From an optimization exercise on the open Yosys and OpenROAD flow, aimed at small area; shortcuts taken in it are not production practice.
The RTL was checked by simulation tests, not by an equivalence proof against the original design.
Power and IR drop assume default switching activity.

==> design/flow/config.mk <==
export PLATFORM = sky130hd
export DESIGN_NAME = regfile_multiport
export DESIGN_NICKNAME = regfile_multiport
export VERILOG_FILES = /design/flow/design.v
export SDC_FILE = /design/flow/constraint.sdc
export NUM_CORES = 4
export LEC_CHECK = 0
export CAP_MARGIN = 20
export CELL_PAD_IN_SITES_DETAIL_PLACEMENT = 1
export CELL_PAD_IN_SITES_GLOBAL_PLACEMENT = 1
export CORE_MARGIN = 2
export CORE_UTILIZATION = 45
export PLACE_DENSITY = 0.56
export SLEW_MARGIN = 20
export SYNTH_HIERARCHICAL = 1
==> design/flow/constraint.sdc <==
create_clock -name core_clock -period 6.5 [get_ports {clk}]
set_input_delay 1.3000 -clock core_clock [delete_from_list [all_inputs] [get_ports {clk}]]
set_output_delay 1.3000 -clock core_clock [all_outputs]
set_load 0.01 [all_outputs]
==> design/flow/design.v <==
module regfile_multiport #(
    parameter int XLEN     = 32,
    parameter int NREGS    = 32,
    parameter int NRD      = 2,
    parameter bit ZERO_REG = 1'b1,
    parameter bit BYPASS   = 1'b1,
    localparam int AW      = $clog2(NREGS)
) (
    input  logic                clk,
    input  logic                rst,
    input  logic [NRD*AW-1:0]   raddr,
    output logic [NRD*XLEN-1:0] rdata,
    input  logic                we,
    input  logic [AW-1:0]       waddr,
    input  logic [XLEN-1:0]     wdata,
    input  logic                sb_set,
    input  logic [AW-1:0]       sb_addr,
    input  logic                sb_flush,
    output logic [NREGS-1:0]    busy,
    input  logic                dump_req,
    output logic                dump_valid,
    input  logic                dump_ready,
    output logic [AW-1:0]       dump_addr,
    output logic [XLEN-1:0]     dump_data,
    output logic                dump_last,
    output logic                dump_done
);
    localparam int            R0       = ZERO_REG ? 1 : 0;
    localparam logic [AW-1:0] LAST_IDX = AW'(NREGS - 1);
    logic [XLEN-1:0]  regs [NREGS];
    logic [NREGS-1:0] wsel_n;          
    logic [NREGS-1:0] ssel_n;          
    logic [NREGS-1:0] ld;              
    logic [XLEN-1:0]  wd;              
    logic             wz;              
    logic             rst_n;
    logic             wz4;
    rf_inv u_rstn (.a(rst), .y(rst_n));
    rf_or4  u_wz4 (.a(waddr[0]), .b(waddr[1]), .c(waddr[2]), .d(waddr[3]), .y(wz4));
    rf_nor2 u_wz  (.a(wz4), .b(waddr[4]), .y(wz));
    for (genvar b = 0; b < XLEN; b++) begin : g_wd
        rf_and2 u_d (.a(wdata[b]), .b(rst_n), .y(wd[b]));
    end
    rf_dec32 #(.HAS_EN(1)) u_wdec (.a(waddr),   .en(we),     .mask_n({32{1'b1}}), .sel_n(wsel_n));
    rf_dec32 #(.HAS_EN(1)) u_sdec (.a(sb_addr), .en(sb_set), .mask_n({32{1'b1}}), .sel_n(ssel_n));
    if (ZERO_REG) begin : g_x0
        assign regs[0] = '0;
    end
    for (genvar r = R0; r < NREGS; r++) begin : g_reg
        logic [XLEN-1:0] q;
        rf_nand2 u_ld (.a(wsel_n[r]), .b(rst_n), .y(ld[r]));
        always_ff @(posedge clk) begin
            if (ld[r]) q <= wd;
        end
        assign regs[r] = q;
    end
    for (genvar p = 0; p < NRD; p++) begin : g_rd
        logic [AW-1:0]         a;
        logic                  hit, match_n;
        logic [NREGS-1:0]      sel, tsel;
        logic [NREGS*XLEN-1:0] din;
        logic [AW-1:0]         xn;
        logic                  ea, eb;
        assign a = raddr[p*AW +: AW];
        for (genvar i = 0; i < AW; i++) begin : g_x
            rf_xnor2 u (.a(a[i]), .b(waddr[i]), .y(xn[i]));
        end
        if (BYPASS) begin : g_hit
            rf_and3  u_ea (.a(xn[0]), .b(xn[1]), .c(xn[2]), .y(ea));
            rf_and3  u_eb (.a(xn[3]), .b(xn[4]), .c(we), .y(eb));
            rf_nand2 u_mn (.a(ea), .b(eb), .y(match_n));
            rf_nor2  u_h  (.a(match_n), .b(wz), .y(hit));
        end else begin : g_nohit
            assign hit = 1'b0;
        end
        rf_dec32 #(.HAS_EN(0), .MASK(BYPASS), .POS(1)) u_dec (
            .a(a), .en(1'b1), .mask_n(wsel_n), .sel_n(sel));
        always_comb begin
            tsel = sel;
            if (R0 == 1) tsel[0] = hit;
            for (int r = 0; r < NREGS; r++) din[r*XLEN +: XLEN] = regs[r];
            if (R0 == 1) din[0 +: XLEN] = wdata;
        end
        rf_aosel #(.XLEN(XLEN), .N(NREGS)) u_sel (
            .sel(tsel), .din(din), .dout(rdata[p*XLEN +: XLEN]));
    end
    logic [NREGS-1:0] busy_q, busy_d;
    logic             sb_clr;
    assign sb_clr = rst || sb_flush;
    for (genvar r = 0; r < NREGS; r++) begin : g_sb
        logic keep_n;
        rf_nand2 u_k (.a(busy_q[r]), .b(wsel_n[r]), .y(keep_n));
        rf_o22ai u_d (.a1(sb_clr), .a2(ssel_n[r]), .b1(sb_clr), .b2(keep_n), .y(busy_d[r]));
    end
    always_ff @(posedge clk) busy_q <= busy_d;
    always_comb begin
        busy = busy_q;
        if (ZERO_REG) busy[0] = 1'b0;
    end
    logic          run, done;
    logic [AW-1:0] idx;
    logic          at_last;
    assign at_last = idx == LAST_IDX;
    always_ff @(posedge clk) begin
        if (rst) begin
            run  <= 1'b0;
            done <= 1'b0;
            idx  <= '0;
        end else begin
            done <= run && dump_ready && at_last;
            if (run) begin
                if (dump_ready) begin
                    if (at_last) run <= 1'b0;
                    idx <= idx + 1'b1;
                end
            end else if (!done && dump_req) begin
                run <= 1'b1;
            end
        end
    end
    logic [NREGS-1:0]      dsel;
    logic [NREGS*XLEN-1:0] ddin;
    rf_dec32 #(.HAS_EN(0), .POS(1)) u_ddec (.a(idx), .en(1'b1), .mask_n({32{1'b1}}), .sel_n(dsel));
    always_comb begin
        for (int r = 0; r < NREGS; r++) ddin[r*XLEN +: XLEN] = regs[r];
    end
    rf_aosel #(.XLEN(XLEN), .N(NREGS-R0)) u_dsel (
        .sel(dsel[NREGS-1:R0]), .din(ddin[NREGS*XLEN-1:R0*XLEN]), .dout(dump_data));
    assign dump_valid = run;
    assign dump_addr  = idx;
    assign dump_last  = run && at_last;
    assign dump_done  = done;
endmodule
module rf_dec32 #(
    parameter bit HAS_EN = 1'b1,
    parameter bit MASK   = 1'b0,     
    parameter bit POS    = 1'b0      
) (
    input  logic [4:0]  a,
    input  logic        en,
    input  logic [31:0] mask_n,
    output logic [31:0] sel_n
);
    logic [4:0] a_n;
    logic [3:0] lo;
    logic [7:0] hi;
    for (genvar i = 0; i < 5; i++) begin : g_inv
        rf_inv u (.a(a[i]), .y(a_n[i]));
    end
    for (genvar k = 0; k < 4; k++) begin : g_lo
        if (HAS_EN) begin : g_en
            rf_and3 u (.a(en), .b(k[0] ? a[0] : a_n[0]), .c(k[1] ? a[1] : a_n[1]), .y(lo[k]));
        end else begin : g_noen
            rf_and2 u (.a(k[0] ? a[0] : a_n[0]), .b(k[1] ? a[1] : a_n[1]), .y(lo[k]));
        end
    end
    for (genvar k = 0; k < 8; k++) begin : g_hi
        rf_and3 u (.a(k[0] ? a[2] : a_n[2]), .b(k[1] ? a[3] : a_n[3]),
                   .c(k[2] ? a[4] : a_n[4]), .y(hi[k]));
    end
    for (genvar r = 0; r < 32; r++) begin : g_sel
        if (MASK && POS) begin : g_mp
            rf_and3  u (.a(lo[r % 4]), .b(hi[r / 4]), .c(mask_n[r]), .y(sel_n[r]));
        end else if (MASK) begin : g_m
            rf_nand3 u (.a(lo[r % 4]), .b(hi[r / 4]), .c(mask_n[r]), .y(sel_n[r]));
        end else if (POS) begin : g_p
            rf_and2  u (.a(lo[r % 4]), .b(hi[r / 4]), .y(sel_n[r]));
        end else begin : g_n
            rf_nand2 u (.a(lo[r % 4]), .b(hi[r / 4]), .y(sel_n[r]));
        end
    end
endmodule
module rf_aosel #(
    parameter int XLEN = 32,
    parameter int N    = 32
) (
    input  logic [N-1:0]      sel,
    input  logic [N*XLEN-1:0] din,
    output logic [XLEN-1:0]   dout
);
    localparam int NG  = N / 3;
    localparam int REM = N % 3;
    localparam int L   = NG + REM;
    localparam int H   = (L + 3) / 4;
    for (genvar b = 0; b < XLEN; b++) begin : g_bit
        logic [L-1:0] lo;
        logic [H-1:0] hi;
        for (genvar g = 0; g < NG; g++) begin : g_t3
            rf_a222oi u (.a1(sel[3*g]),   .a2(din[(3*g)*XLEN + b]),
                         .b1(sel[3*g+1]), .b2(din[(3*g+1)*XLEN + b]),
                         .c1(sel[3*g+2]), .c2(din[(3*g+2)*XLEN + b]),
                         .y(lo[g]));
        end
        for (genvar k = 0; k < REM; k++) begin : g_t1
            rf_nand2 u (.a(sel[3*NG+k]), .b(din[(3*NG+k)*XLEN + b]), .y(lo[NG+k]));
        end
        for (genvar h = 0; h < H; h++) begin : g_n
            localparam int K = (L - 4*h) >= 4 ? 4 : (L - 4*h);
            if (K == 4) begin : g4
                rf_nand4 u (.a(lo[4*h]), .b(lo[4*h+1]), .c(lo[4*h+2]), .d(lo[4*h+3]), .y(hi[h]));
            end else if (K == 3) begin : g3
                rf_nand3 u (.a(lo[4*h]), .b(lo[4*h+1]), .c(lo[4*h+2]), .y(hi[h]));
            end else if (K == 2) begin : g2
                rf_nand2 u (.a(lo[4*h]), .b(lo[4*h+1]), .y(hi[h]));
            end else begin : g1
                rf_inv u (.a(lo[4*h]), .y(hi[h]));
            end
        end
        if (H == 4) begin : g_o4
            rf_or4 u (.a(hi[0]), .b(hi[1]), .c(hi[2]), .d(hi[3]), .y(dout[b]));
        end else if (H == 3) begin : g_o3
            rf_or3 u (.a(hi[0]), .b(hi[1]), .c(hi[2]), .y(dout[b]));
        end else if (H == 2) begin : g_o2
            rf_or2 u (.a(hi[0]), .b(hi[1]), .y(dout[b]));
        end else begin : g_o1
            assign dout[b] = hi[0];
        end
    end
endmodule
module rf_o22ai (input logic a1, a2, b1, b2, output logic y);
    assign y = ~((a1 | a2) & (b1 | b2));
endmodule
module rf_nand2 (input logic a, b, output logic y);
    assign y = ~(a & b);
endmodule
module rf_a222oi (input logic a1, a2, b1, b2, c1, c2, output logic y);
    assign y = ~((a1 & a2) | (b1 & b2) | (c1 & c2));
endmodule
module rf_nand4 (input logic a, b, c, d, output logic y);
    assign y = ~(a & b & c & d);
endmodule
module rf_nand3 (input logic a, b, c, output logic y);
    assign y = ~(a & b & c);
endmodule
module rf_nor2 (input logic a, b, output logic y);
    assign y = ~(a | b);
endmodule
module rf_inv (input logic a, output logic y);
    assign y = ~a;
endmodule
module rf_and2 (input logic a, b, output logic y);
    assign y = a & b;
endmodule
module rf_and3 (input logic a, b, c, output logic y);
    assign y = a & b & c;
endmodule
module rf_or2 (input logic a, b, output logic y);
    assign y = a | b;
endmodule
module rf_or3 (input logic a, b, c, output logic y);
    assign y = a | b | c;
endmodule
module rf_or4 (input logic a, b, c, d, output logic y);
    assign y = a | b | c | d;
endmodule
module rf_xnor2 (input logic a, b, output logic y);
    assign y = ~(a ^ b);
endmodule
==> design/flow/flow/run.sh <==
#!/bin/bash
# Standard layout with two changes: the port buffers are buf_1 cells instead
# of the default delay cells, and clock tree synthesis uses sky130_fd_sc_hd__clkbuf_8 with
# bounded sink clusters and no dummy loads. Each ORFS step keeps its own log
# under orfs/logs/; the make output goes to flow_make.log here.
set -euo pipefail
bash standard.sh \
  "BUFFER_PORTS_ARGS=-buffer_cell sky130_fd_sc_hd__buf_1" \
  "CTS_ARGS=-sink_clustering_enable -repair_clock_nets -dont_use_dummy_load -buf_list sky130_fd_sc_hd__clkbuf_8 -sink_clustering_size 16 -sink_clustering_max_diameter 80" \
  finish > flow_make.log 2>&1
==> design/flow/standard.sh <==
#!/bin/bash
# synth_recipe.tcl (not shown) runs the flow's synth.tcl, then flattens the netlist and writes it again
# the make line also repeats each setting of config.mk as NAME=value (left out here)
make -C /OpenROAD-flow-scripts/flow DESIGN_CONFIG=/design/flow/config.mk WORK_HOME=/design/flow/orfs CLKGATE_MAP_FILE= SYNTH_SCRIPT=/design/flow/synth_recipe.tcl "${@:-finish}"
==> impl_results.md, run 1 <==
* WP data required at 5.20 ns
* Crit path kind: input port to primary output
* Clock network fraction of total power at 25.1%
* WP buf/inv at 3
* Finished Cell Area at 50000 um2
* Sink Count at 1030
* Drt drc at 0
* Netlist Area Pre-Place at 45300 um2
* Initial Util at 45.3%
* Mapped Cells at 2948
* Critical-path top delay cell: and3_2
* WL/cell at 54.8 um
* RSZ-0062 raised after global routing: false
* H-tree Lvls at 3
* Site Rows at 116
* Synthesized Nets at 3009
* Combinational Power Share at 10.2%
* Port bufs at 193
* Critical Path End: rdata[63]
* Run status: finished clean
* Via count at 43179
* Worst hold path type: register to register
* GRT Overall Usage at 47.9%
* Cell Chain, Critical Path: buf_1, and3_1, nand2_1, and3_2, buf_4, a222oi_1, nand4_1, or3_1, buf_1
* Psw at 3.69 mW
* Setup_tns at 0 ns
* Post-CTS setup buffer count at 0
* Initial antenna violation count at 12
* Chip height at 321 um
* Layout cells sized above 1 at 9.48%
* CTS resizes at 0
* Worst r2r path cells at 4
* Max Fclk at 0.163 GHz
* Vias in the first global route at 42540
* Synth warn at 8
* Slowest stage delay, CP at 0.61 ns
* FILL cells at 9790
* GRT overflow at 0
* RR Startpoint: idx[0]
* Met2 Use GR at 67.7%
* Max cap viols at 0
* Detail Placement HPWL at 149 mm
* Worst-Skew Late Latency at 0.77 ns
* Avg Vias per Cell at 9.28
* Crit path max fanout at 22
* Area grow syn2layout at 10.3%
* Final Cycle Share at 94.1%
* Seq pwr share at 64.8%
* Final hold vios at 0
* Sw frac at 28.5%
* Post-CTS Hold Fix Bufs at 0
* Slew headroom at 8.79%
* Drt first pass iters at 15
* Lkg Pwr at 16.0 nW
* Final Max Tran Viols at 0
* Worst Setup End Kind: primary output
* Total CTS buffers at 76
* Clk_skew at 0.00159 ns
* First DRT Iteration DRCs at 13471
* CP Launch Type: input port
* Most used routing layer: met2
* Routability cong. at 0.973
* Syn Area/Cell at 15.4 um2
* Final nets at 3408
* Worst VDD drop at 174 uV
* Met1 Use GR at 58.1%
* Detail Route Antenna Nets at 0
* CP Launch Point: waddr[1]
* First-pass GRT wire length at 342 mm
* Arrival time worst endpoint at 4.82 ns
* Cell family with most CP delay: simple AND/OR/NAND/NOR gates
* Final WL at 255 mm
* FF-to-FF End: run
* I/O pins at 195
* Core area at 100000 um2
* Internal at 9.26 mW
* Min Tclk post-route at 6.12 ns
* Die area at 103000 um2
* TritonCTS clock tree: built
* Die X at 321 um
* Max Root-Sink Buffers at 3
* Largest net degree at the start of global routing at 63
* Clk pin slew, worst setup/hold paths at 0.10 ns
* Global Route met3 Usage at 18.9%
* Dpl cell area at 48900 um2
* Worst slew pin tran at 1.37 ns
* CTS root buf: clkbuf_8
* R2R setup slack at 5.15 ns
* Critical path depth at 9
* Top cell by count, worst path: buf_1
* P per Cell Area at 259 nW/um2
* Final Setup Violations at 0
[power groups by stage]
stage | logic (mW) | registers (mW) | clock network, mW
2_1_floorplan | 0.552 | 8.32 | 0
3_3_place_gp | 1.21 | 8.46 | 0
3_5_place_dp | 1.23 | 8.50 | 0
4_1_cts | 1.23 | 8.35 | 3.22
5_1_grt | 1.30 | 8.43 | 3.42
6_report | 1.32 | 8.39 | 3.25
[state kept, by name, summed over array words and instances (netlist names)]
register  cells
busy_q       31
done          1
g.q         992
idx           5
run           1
[final cells by class]
class	count	area [um2]	area share [%]
Antenna cell	11	27.5	0.0550
Tap cell	1298	1620	3.25
Timing Repair Buffer	323	1750	3.50
Clock buffer	76	1050	2.09
Sequential cell	1030	30500	61.1
Inverter	27	101	0.203
Multi-Input combinational cell	1889	14900	29.8
[routing by layer]
metal,routed length [um],vias up
met5,83,-
met4,25200,7
met3,44200,1345
met2,104000,5238
met1,81800,21258
li1,-,15331
[cell usage in the layout (no fill, tap or decap), types with 31 or more instances in the layout]
cell,instances
a222oi_1,960
and2_1,44
and2_2,32
and3_1,72
and3_2,40
buf_1,193
buf_4,126
clkbuf_8,76
dfxtp_1,38
edfxtp_1,992
nand2_1,257
nand3_1,36
nand4_1,256
o22ai_1,31
or3_1,97
[tightest hold or removal path, delay by kind of cell, from the launching register on]
kind | cells | cell delay [ns]
AND/OR/NAND/NOR | 1 | 0.06
AO/OA/AOI/OAI | 1 | 0.06
flip-flops | 1 | 0.32
[how the worst min path moves through the flow]
| stage | cells past startpoint | to | slack, ns | from |
|---|---|---|---|---|
| 2_1_floorplan | 2 | busy_q[1] | 0.50 | busy_q[1] |
| 5_1_grt | 2 | busy_q[23] | 0.50 | busy_q[23] |
| 6_report | 2 | busy_q[3] | 0.49 | busy_q[3] |
| 3_3_place_gp | 2 | busy_q[30] | 0.47 | busy_q[30] |
| 3_5_place_dp | 2 | busy_q[14] | 0.48 | busy_q[14] |
| 4_1_cts | 2 | busy_q[23] | 0.50 | busy_q[23] |
[through the flow]
step	setup slack, ns	power (mW)	hold WS (ns)	utilization [%]	std cells
2_1_floorplan	2.06	8.88	0.502	-	2948
3_3_place_gp	0.748	9.68	0.475	48.9	4566
3_5_place_dp	0.657	9.73	0.482	48.9	4566
4_1_cts	0.646	12.8	0.497	49.9	4642
5_1_grt	0.395	13.1	0.505	50.0	4647
6_report	0.384	13.0	0.492	50.0	4654
==> run 2, diff against run 1 <==
--- a/design/flow/config.mk
+++ b/design/flow/config.mk
@@ -9,7 +9,7 @@
 export CELL_PAD_IN_SITES_DETAIL_PLACEMENT = 1
 export CELL_PAD_IN_SITES_GLOBAL_PLACEMENT = 1
 export CORE_MARGIN = 2
-export CORE_UTILIZATION = 45
-export PLACE_DENSITY = 0.56
+export CORE_UTILIZATION = 40
+export PLACE_DENSITY = 0.5
 export SLEW_MARGIN = 20
 export SYNTH_HIERARCHICAL = 1
==> impl_results.md, run 2 <==
* Max FFs per register at 992
* Clk pin slew, worst setup/hold paths at 0.10 ns
* Die area at 116000 um2
* Max cap viols at 0
* Slowest stage delay, CP at 0.70 ns
* Syn Area/Cell at 15.4 um2
* Clk_skew at 0.00104 ns
* Lkg Pwr at 16.1 nW
* Vias in the first global route at 42053
* Worst hold slack at 0.490 ns
* Post-CTS Hold Fix Bufs at 0
* Run status: finished clean
* Most used routing layer: met2
* Most frequent cells in the layout: edfxtp_1 (992), a222oi_1 (960), nand2_1 (257)
* Routability cong. at 0.994
* RSZ-0062 raised after global routing: false
* Critical-path top delay cell: and3_2
* Cell Chain, Critical Path: buf_1, and3_1, nand2_1, and3_2, a222oi_1, nand4_1, or3_1, buf_1
* H-tree Lvls at 3
* Layout cells sized above 1 at 9.78%
* First-pass GRT wire length at 359 mm
* Sink Count at 1030
* Placed insts at 4776
* Fin cells at 4875
* Final WL at 271 mm
* Mapped Cells at 2948
* Crit path max fanout at 26
* GRT Overall Usage at 45.0%
* Port bufs at 193
* Max Root-Sink Buffers at 3
* Synth warn at 8
* Avg Vias per Cell at 8.89
* Worst-Skew Late Latency at 0.77 ns
* CP Launch Type: input port
* Via count at 43316
* Initial antenna violation count at 31
* Worst hold path type: register to register
* I/O pins at 195
* Total CTS buffers at 76
* Top cell by count, worst path: buf_1
* Met1 Use GR at 56.4%
* Final hold vios at 0
* Slew headroom at 16.4%
* GRT overflow at 0
* Site Rows at 123
* Register with the most flip-flops: g.q
* Area grow syn2layout at 11.3%
* Largest net degree at the start of global routing at 63
* Netlist Area Pre-Place at 45300 um2
* Arrival time worst endpoint at 4.88 ns
* Worst VDD drop at 166 uV
* TritonCTS clock tree: built
* Chip height at 341 um
* Most common cell after layout, fill and taps aside: edfxtp_1
* Global Route met3 Usage at 17.0%
* Worst Setup End Kind: primary output
* CTS root buf: clkbuf_8
* First DRT Iteration DRCs at 13200
* Min Tclk post-route at 6.18 ns
* P per Cell Area at 257 nW/um2
* Setup_tns at 0 ns
* Detail Placement HPWL at 163 mm
* Initial Util at 40.3%
* Die X at 341 um
* Final Max Tran Viols at 0
* Drt first pass iters at 15
* CTS resizes at 0
* Final nets at 3416
* WP data required at 5.20 ns
* Core area at 112000 um2
* Synthesized Nets at 3009
* Final Setup Violations at 0
* Worst slew pin tran at 1.25 ns
* Detail Route Antenna Nets at 0
* Biggest regs: g.q: 992 flops, busy_q: 31 flops, idx: 5 flops
* Crit path kind: input port to primary output
* Post-CTS setup buffer count at 0
* Drt drc at 0
* Met2 Use GR at 64.1%
* Final Cycle Share at 95.0%
* Max Fclk at 0.162 GHz
* WL/cell at 55.6 um
run 2: critical path: cells and delay by family:
kind / cells / cell delay, ns
buffers and inverters: 2 / 0.40
AOI/OAI and AO/OA: 1 / 0.54
and+or+nand+nor: 5 / 2.60
run 2: final timing paths:
kind / end / startpoint / slack (ns) / cells after the start
worst max register to register: run / idx[0] / 5.14 / 4
worst min register to register: busy_q[2] / busy_q[2] / 0.49 / 2
worst min-delay path: busy_q[2] / busy_q[2] / 0.49 / 2
worst max-delay path: rdata[3] / waddr[0] / 0.32 / 8
run 2: layer usage:
metal  up-vias  wire, um
met4        26     22200
met1     21632     90300
met3      1202     46100
met2      5098    112000
li1      15358         -
met5         -       347
run 2: area by class of cell:
class / count / area [um2]
flip-flops and latches: 1030 / 30500
well taps: 1500 / 1880
inverters: 27 / 101
clock buffers: 76 / 1050
diodes: 22 / 55.1
repair buffers: 331 / 1860
multi-input cells: 1889 / 15000
fillers: 11127 / 62000
run 2: power by group:
| group | switching (mW) | total, mW | internal [mW] | leakage (nW) |
|---|---|---|---|---|
| sequential | 0.483 | 8.39 | 7.91 | 9.90 |
| combinational | 1.03 | 1.34 | 0.303 | 5.61 |
| clock | 2.21 | 3.26 | 1.05 | 0.547 |
run 2: per-stage QoR:
stage / total power [mW] / area [um2] / setup WS (ns) / util, %
finish: 13.0 / 50500 / 0.324 / 44.9
global route: 13.2 / 50400 / 0.423 / 44.8
CTS: 12.9 / 50400 / 0.633 / 44.8
detailed placement: 9.77 / 49300 / 0.641 / 43.9
global placement: 9.72 / 49300 / 0.663 / 43.9
floorplan: 8.88 / 45300 / 2.06 / -

## separate check: timing with driven ports
In the flow no input, the clock included, has a driving cell. The finished layouts below were timed again as built, in two steps. Step 1 (the two cells are an assumption about what drives the block):
set clk [get_ports {clk}]
set_driving_cell -lib_cell sky130_fd_sc_hd__clkbuf_16 $clk
set_driving_cell -lib_cell sky130_fd_sc_hd__buf_2 [delete_from_list [all_inputs] $clk]
Step 2 also shifts input and output timing later by t, the mid clock arrival at the registers, as if the neighbouring blocks saw the same clock. Three values: ideal, step 1, step 2; two values: the first two.
run | shift t [ns] | setup slack, ns | hold WS [ns]
run 1 | 0.849 | 0.384 / 0.358 / 0.358 | 0.492 / 0.492 / 0.492
run 2 | 0.847 | 0.324 / 0.292 / 0.292 | 0.490 / 0.490 / 0.490
After both steps setup and hold are still met in every run listed. For run 2, which loses most, drivers alone change the setup slack by -0.032 ns; drivers and shift together by -0.032 ns.
